This is an optimization exercise on Yosys and OpenROAD, whose aim is small area, not a production implementation. In this exercise RTL edits were held to simulation tests only and were not proved equivalent to the original. Power is estimated from default activity; no workload was simulated.

==> flow/design.v <==
module io_device_fifo #(
  parameter int DATA_W  = 32,
  parameter int DEPTH   = 32,
  parameter int INDEX_W = 9,
  parameter int THRESH  = 1
) (
  input  logic                       clk,
  input  logic                       rst,
  input  logic [INDEX_W-1:0]         index,
  input  logic                       io_write,
  input  logic [DATA_W-1:0]          wdata,
  output logic [DATA_W-1:0]          rdata,
  output logic                       rdata_valid,
  input  logic                       ack,
  output logic                       gpio,
  input  logic                       ext_valid,
  input  logic [DATA_W-1:0]          ext_data,
  output logic                       ext_ready,
  output logic [$clog2(DEPTH):0]     count,
  output logic                       overflow
);
  localparam int AW = $clog2(DEPTH);
  localparam logic [1:0] IDLE = 2'b00, DONE = 2'b01, REQ = 2'b10, XFER = 2'b11;
  logic [1:0]        state, state_nxt;
  logic [AW-1:0]     wr_ptr, rd_ptr, raddr;
  logic [AW:0]       burst_len, burst_nxt;
  logic              cs, ack_rd, cs_rd, cs_wr, push, pop, ld, nonempty;
  assign cs       = index[INDEX_W-1];
  assign ack_rd   = ack & ~io_write;
  assign cs_rd    = cs & ~io_write;
  assign cs_wr    = cs & io_write;
  assign nonempty = |count;
  assign ext_ready = ~count[AW];
  assign push      = ext_valid & ~count[AW];
  assign pop       = (state == XFER) & ack_rd & ~cs & nonempty;
  assign ld        = cs_rd | pop;
  assign gpio      = state[1];
  assign raddr = rd_ptr + (index[AW-1:0] & {AW{cs}});
  always_comb begin
    state_nxt = state;
    burst_nxt = burst_len;
    case (state)
      IDLE: if (nonempty) state_nxt = REQ;
      REQ: begin
        if (ack_rd && !cs) begin
          burst_nxt = count;
          state_nxt = XFER;
        end
      end
      XFER: begin
        if (!ack_rd) begin
          state_nxt = REQ;
        end else if (!cs) begin
          if (!nonempty) begin
            state_nxt = DONE;
          end else begin
            burst_nxt = burst_len - 1'b1;
            if (burst_len == 1 || (count == 1 && !push)) state_nxt = DONE;
          end
        end
      end
      default: state_nxt = nonempty ? REQ : IDLE;   
    endcase
  end
  always_ff @(posedge clk or posedge rst) begin
    if (rst) begin
      state       <= IDLE;
      burst_len   <= '0;
      wr_ptr      <= '0;
      rd_ptr      <= '0;
      count       <= '0;
      overflow    <= 1'b0;
      rdata_valid <= 1'b0;
    end else begin
      state     <= state_nxt;
      burst_len <= burst_nxt;
      if (push) wr_ptr <= wr_ptr + 1'b1;
      if (pop)  rd_ptr <= rd_ptr + 1'b1;
      if (push & ~pop) count <= count + 1'b1;
      else if (pop & ~push) count <= count - 1'b1;
      if (ext_valid & count[AW]) overflow <= 1'b1;
      rdata_valid <= ld;
    end
  end
  logic [DEPTH-1:0]  n_cpu, n_ext, hold, rd;
  logic [DATA_W-1:0] n_wdata, n_ext_data;
  logic [DATA_W-1:0] q [DEPTH];
  logic [DATA_W-1:0] d [DEPTH];
  assign n_wdata    = ~wdata;
  assign n_ext_data = ~ext_data;
  for (genvar r = 0; r < DEPTH; r++) begin : g_row
    assign n_cpu[r] = ~(cs_wr & (raddr == AW'(r)));
    assign n_ext[r] = ~(push & (wr_ptr == AW'(r)) & n_cpu[r]);
    assign hold[r]  = n_cpu[r] & n_ext[r];
    assign rd[r]    = ld & (raddr == AW'(r));
    for (genvar b = 0; b < DATA_W; b++) begin : g_bit
      io_device_fifo_wbit u_w (
        .n_cpu (n_cpu[r]), .n_wdata (n_wdata[b]),
        .n_ext (n_ext[r]), .n_edata (n_ext_data[b]),
        .hold  (hold[r]),  .q       (q[r][b]),
        .d     (d[r][b])
      );
    end
    always_ff @(posedge clk) q[r] <= d[r];
  end
  logic [DATA_W-1:0] rdata_nxt;
  for (genvar b = 0; b < DATA_W; b++) begin : g_rbit
    logic [DEPTH:0] col;
    for (genvar r = 0; r < DEPTH; r++) begin : g_col
      assign col[r] = q[r][b];
    end
    assign col[DEPTH] = rdata[b];
    io_device_fifo_rdbit u_r (.sel ({~ld, rd}), .d (col), .y (rdata_nxt[b]));
  end
  always_ff @(posedge clk or posedge rst) begin
    if (rst) rdata <= '0;
    else     rdata <= rdata_nxt;
  end
endmodule
module io_device_fifo_wbit (
  input  logic n_cpu, n_wdata, n_ext, n_edata, hold, q,
  output logic d
);
  logic n_hq;
  io_device_fifo_nand2  u_h (.a (hold), .b (q), .y (n_hq));
  io_device_fifo_oai221 u_d (.a1 (n_cpu), .a2 (n_wdata), .b1 (n_ext), .b2 (n_edata), .c (n_hq), .y (d));
endmodule
module io_device_fifo_nand2 (
  input  logic a, b,
  output logic y
);
  assign y = ~(a & b);
endmodule
module io_device_fifo_oai221 (
  input  logic a1, a2, b1, b2, c,
  output logic y
);
  assign y = ~((a1 | a2) & (b1 | b2) & c);
endmodule
module io_device_fifo_rdbit (
  input  logic [32:0] sel,
  input  logic [32:0] d,
  output logic        y
);
  logic [10:0] n;
  for (genvar i = 0; i < 11; i++) begin : g_aoi
    io_device_fifo_aoi222 u_a (
      .a1 (sel[3*i]),   .a2 (d[3*i]),
      .b1 (sel[3*i+1]), .b2 (d[3*i+1]),
      .c1 (sel[3*i+2]), .c2 (d[3*i+2]),
      .y  (n[i])
    );
  end
  assign y = ~&n;
endmodule
module io_device_fifo_aoi222 (
  input  logic a1, a2, b1, b2, c1, c2,
  output logic y
);
  assign y = ~((a1 & a2) | (b1 & b2) | (c1 & c2));
endmodule
==> flow/config.mk <==
export PLATFORM = sky130hd
export DESIGN_NAME = io_device_fifo
export DESIGN_NICKNAME = io_device_fifo
export VERILOG_FILES = /design/flow/design.v
export SDC_FILE = /design/flow/constraint.sdc
export NUM_CORES = 4
export LEC_CHECK = 0
export ABC_AREA = 0
export CAP_MARGIN = 20
export CORE_MARGIN = 2
export CORE_UTILIZATION = 40
export SLEW_MARGIN = 20
export SYNTH_HIERARCHICAL = 1
export SYNTH_MINIMUM_KEEP_SIZE = 0
==> flow/constraint.sdc <==
create_clock -name core_clock -period 5.0 [get_ports {clk}]
set_input_delay 1.0000 -clock core_clock [delete_from_list [all_inputs] [get_ports {clk}]]
set_output_delay 1.0000 -clock core_clock [all_outputs]
set_load 0.01 [all_outputs]
standard.sh (not shown) runs the stock make flow with config.mk's settings and CLKGATE_MAP_FILE= SYNTH_SCRIPT=/design/flow/synth_recipe.tcl, a recipe that flattens the netlist after the stock synthesis.
==> flow/flow/run.sh <==
#!/bin/bash
# Own layout flow: the standard flow (standard.sh, with its unchanged synthesis) plus
#  - after floorplan, every combinational cell set to drive 1 (downsize.tcl); the flow's own
#    repair_design / repair_timing then size up or buffer only where needed,
#  - CTS without dummy loads, on clkbuf_8, with sink clusters of up to 16 flops.
# make's output goes to flow_make.log; each ORFS step keeps its full log under orfs/logs.
set -euo pipefail
cd "$(dirname "$0")/.."
bash standard.sh \
  "POST_FLOORPLAN_TCL=$PWD/flow/downsize.tcl" \
  "CTS_ARGS=-sink_clustering_enable -repair_clock_nets -dont_use_dummy_load -buf_list {sky130_fd_sc_hd__clkbuf_8} -sink_clustering_size 16 -sink_clustering_max_diameter 50" \
  finish > flow_make.log 2>&1
==> flow/flow/downsize.tcl <==
# Runs after floorplan (POST_FLOORPLAN_TCL): give every combinational cell that synthesis
# sized above drive 1 its drive-1 variant. Later repair_design / repair_timing upsize or
# buffer again wherever slew, capacitance or timing needs it.
set db [ord::get_db]
set block [ord::get_db_block]
set n 0
foreach inst [$block getInsts] {
  set m [$inst getMaster]
  set name [$m getName]
  if {![regexp {^(sky130_fd_sc_hd__[a-z0-9]+)_([0-9]+)$} $name -> base size]} continue
  if {$size <= 1} continue
  if {[regexp {__(df|dl|sdf|edf|sdl|tap|fill|decap|conb|clk)} $name]} continue
  set m1 [$db findMaster ${base}_1]
  if {$m1 eq "NULL" || $m1 eq ""} continue
  if {[$inst swapMaster $m1]} { incr n }
}
puts "downsize.tcl: $n cells set to drive 1"
The first run passed the timing, design-rule and antenna checks.
Edit:
--- a/flow/flow/run.sh
+++ b/flow/flow/run.sh
@@ -3,4 +3,5 @@
 #  - after floorplan, every combinational cell set to drive 1 (downsize.tcl); the flow's own
 #    repair_design / repair_timing then size up or buffer only where needed,
+#  - port buffers on buf_1 (the smallest buffer),
 #  - CTS without dummy loads, on clkbuf_8, with sink clusters of up to 16 flops.
 # make's output goes to flow_make.log; each ORFS step keeps its full log under orfs/logs.
@@ -9,4 +10,5 @@
 bash standard.sh \
   "POST_FLOORPLAN_TCL=$PWD/flow/downsize.tcl" \
+  "BUFFER_PORTS_ARGS=-buffer_cell sky130_fd_sc_hd__buf_1" \
   "CTS_ARGS=-sink_clustering_enable -repair_clock_nets -dont_use_dummy_load -buf_list {sky130_fd_sc_hd__clkbuf_8} -sink_clustering_size 16 -sink_clustering_max_diameter 50" \
   finish > flow_make.log 2>&1
--- a/flow/config.mk
+++ b/flow/config.mk
@@ -7,8 +7,8 @@
 export LEC_CHECK = 0
 export ABC_AREA = 0
-export CAP_MARGIN = 20
+export CAP_MARGIN = 0
 export CORE_MARGIN = 2
-export CORE_UTILIZATION = 40
-export SLEW_MARGIN = 20
+export CORE_UTILIZATION = 30
+export SLEW_MARGIN = 0
 export SYNTH_HIERARCHICAL = 1
 export SYNTH_MINIMUM_KEEP_SIZE = 0
Outcome: The new run finished with timing, DRC and antenna clean; worst setup slack gains 0.30 ns; via count barely changes; fmax goes up by 7.1%; cell count goes up by 7.8%; global-route usage goes down by 7.0 points; area after synthesis stays the same; clock-buffer cell count goes down by 8; design area goes down by 2.2%; power goes down by 1.5%; routed wire length goes up by 3.0%.
Edit:
==> flow/flow/run.sh (replaced) <==
#!/bin/bash
# Own layout flow: the standard flow (standard.sh, unchanged synthesis) with
#  - CTS without dummy loads, on small clock buffers,
#  - power recovery after global routing, which downsizes cells on paths with slack.
# Each tool's full output goes to the ORFS logs under orfs/logs; make's own output to flow_make.log.
set -euo pipefail
cd "$(dirname "$0")/.."
bash standard.sh \
  "CTS_ARGS=-sink_clustering_enable -repair_clock_nets -dont_use_dummy_load -buf_list {sky130_fd_sc_hd__clkbuf_4 sky130_fd_sc_hd__clkbuf_8}" \
  RECOVER_POWER=100 \
  finish > flow_make.log 2>&1
--- a/flow/config.mk
+++ b/flow/config.mk
@@ -7,8 +7,8 @@
 export LEC_CHECK = 0
 export ABC_AREA = 0
-export CAP_MARGIN = 0
+export CAP_MARGIN = 20
 export CORE_MARGIN = 2
-export CORE_UTILIZATION = 30
-export SLEW_MARGIN = 0
+export CORE_UTILIZATION = 40
+export SLEW_MARGIN = 20
 export SYNTH_HIERARCHICAL = 1
 export SYNTH_MINIMUM_KEEP_SIZE = 0
removed: flow/flow/downsize.tcl
Effect: With this change the flow reached the layout checks and failed them: capacitance limit, slew limit; via count went up by 0.51%; cell count fell by about 5%; non-clock buffer count climbs by 150; worst hold slack is better by 0.090 ns; power rose by about 11%; flip-flop and latch count does not change; setup slack loses 0.54 ns; utilization increases by 14 points; register-to-register slack got worse by 0.44 ns; clock power grows by 39%; cell area rose by 8.8%.
Edit:
==> flow/flow/run.sh (replaced) <==
#!/bin/bash
# Own layout flow: the standard flow (standard.sh, with its unchanged synthesis) plus
#  - after floorplan, every combinational cell set to drive 1 (downsize.tcl); the flow's own
#    repair_design / repair_timing then size up or buffer only where needed,
#  - port buffers on buf_1 (the smallest buffer),
#  - CTS without dummy loads, on clkbuf_4, with sink clusters of up to 10 flops.
# make's output goes to flow_make.log; each ORFS step keeps its full log under orfs/logs.
set -euo pipefail
cd "$(dirname "$0")/.."
bash standard.sh \
  "POST_FLOORPLAN_TCL=$PWD/flow/downsize.tcl" \
  "BUFFER_PORTS_ARGS=-buffer_cell sky130_fd_sc_hd__buf_1" \
  "CTS_ARGS=-sink_clustering_enable -repair_clock_nets -dont_use_dummy_load -buf_list {sky130_fd_sc_hd__clkbuf_4} -sink_clustering_size 10 -sink_clustering_max_diameter 40" \
  finish > flow_make.log 2>&1
==> flow/flow/downsize.tcl (new file) <==
# Runs after floorplan (POST_FLOORPLAN_TCL): give every combinational cell that synthesis
# sized above drive 1 its drive-1 variant. Later repair_design / repair_timing upsize or
# buffer again wherever slew, capacitance or timing needs it.
set db [ord::get_db]
set block [ord::get_db_block]
set n 0
foreach inst [$block getInsts] {
  set m [$inst getMaster]
  set name [$m getName]
  if {![regexp {^(sky130_fd_sc_hd__[a-z0-9]+)_([0-9]+)$} $name -> base size]} continue
  if {$size <= 1} continue
  if {[regexp {__(df|dl|sdf|edf|sdl|tap|fill|decap|conb|clk)} $name]} continue
  set m1 [$db findMaster ${base}_1]
  if {$m1 eq "NULL" || $m1 eq ""} continue
  if {[$inst swapMaster $m1]} { incr n }
}
puts "downsize.tcl: $n cells set to drive 1"
--- a/flow/config.mk
+++ b/flow/config.mk
@@ -7,8 +7,8 @@
 export LEC_CHECK = 0
 export ABC_AREA = 0
-export CAP_MARGIN = 20
+export CAP_MARGIN = 0
 export CORE_MARGIN = 2
-export CORE_UTILIZATION = 40
-export SLEW_MARGIN = 20
+export CORE_UTILIZATION = 30
+export SLEW_MARGIN = 0
 export SYNTH_HIERARCHICAL = 1
 export SYNTH_MINIMUM_KEEP_SIZE = 0
What happened:
- This time the run completed without violations
- final cell count increases by 5.8%
- global-route usage decreases by 9.1 points
- non-clock buffer count decreases by 149

-- re-timing with driven ports --
The results above use ideal ports. As a check the final layouts listed here were re-extracted and re-timed, cells and wires unchanged. Step 1 assumes that a clkbuf_16 drives the clock port and a buf_2 every other input. Step 2 times the ports against the registers' clock, not the clock port: input delays grow and output delays shrink by t, the midpoint of the rising clock arrivals with the driver on. a / b / c = no drivers / after step 1 / after step 2; a / b = the first two.
run | shift t [ns] | setup slack, ns | worst setup path at the end | latest minus earliest clock arrival (ns) | worst slew at a driven data input, ns
the first run | 0.853 | 0.547 / 0.600 / -0.253 | input to register | 0.118 / 0.118 | 0.04
the second run | 0.816 | 0.843 / 0.889 / 0.074 | input to register | 0.179 / 0.179 | 0.07
the third run | 0.913 | 0.303 / 0.352 / -0.561 | input to register | 0.104 / 0.104 | 0.04
the fourth run | 1.151 | 1.086 / 1.086 / 0.048 | input to register | 0.236 / 0.236 | 0.07
For the fourth run, which loses most, drivers alone change the setup slack by 0.000 ns; drivers and shift together by -1.038 ns.
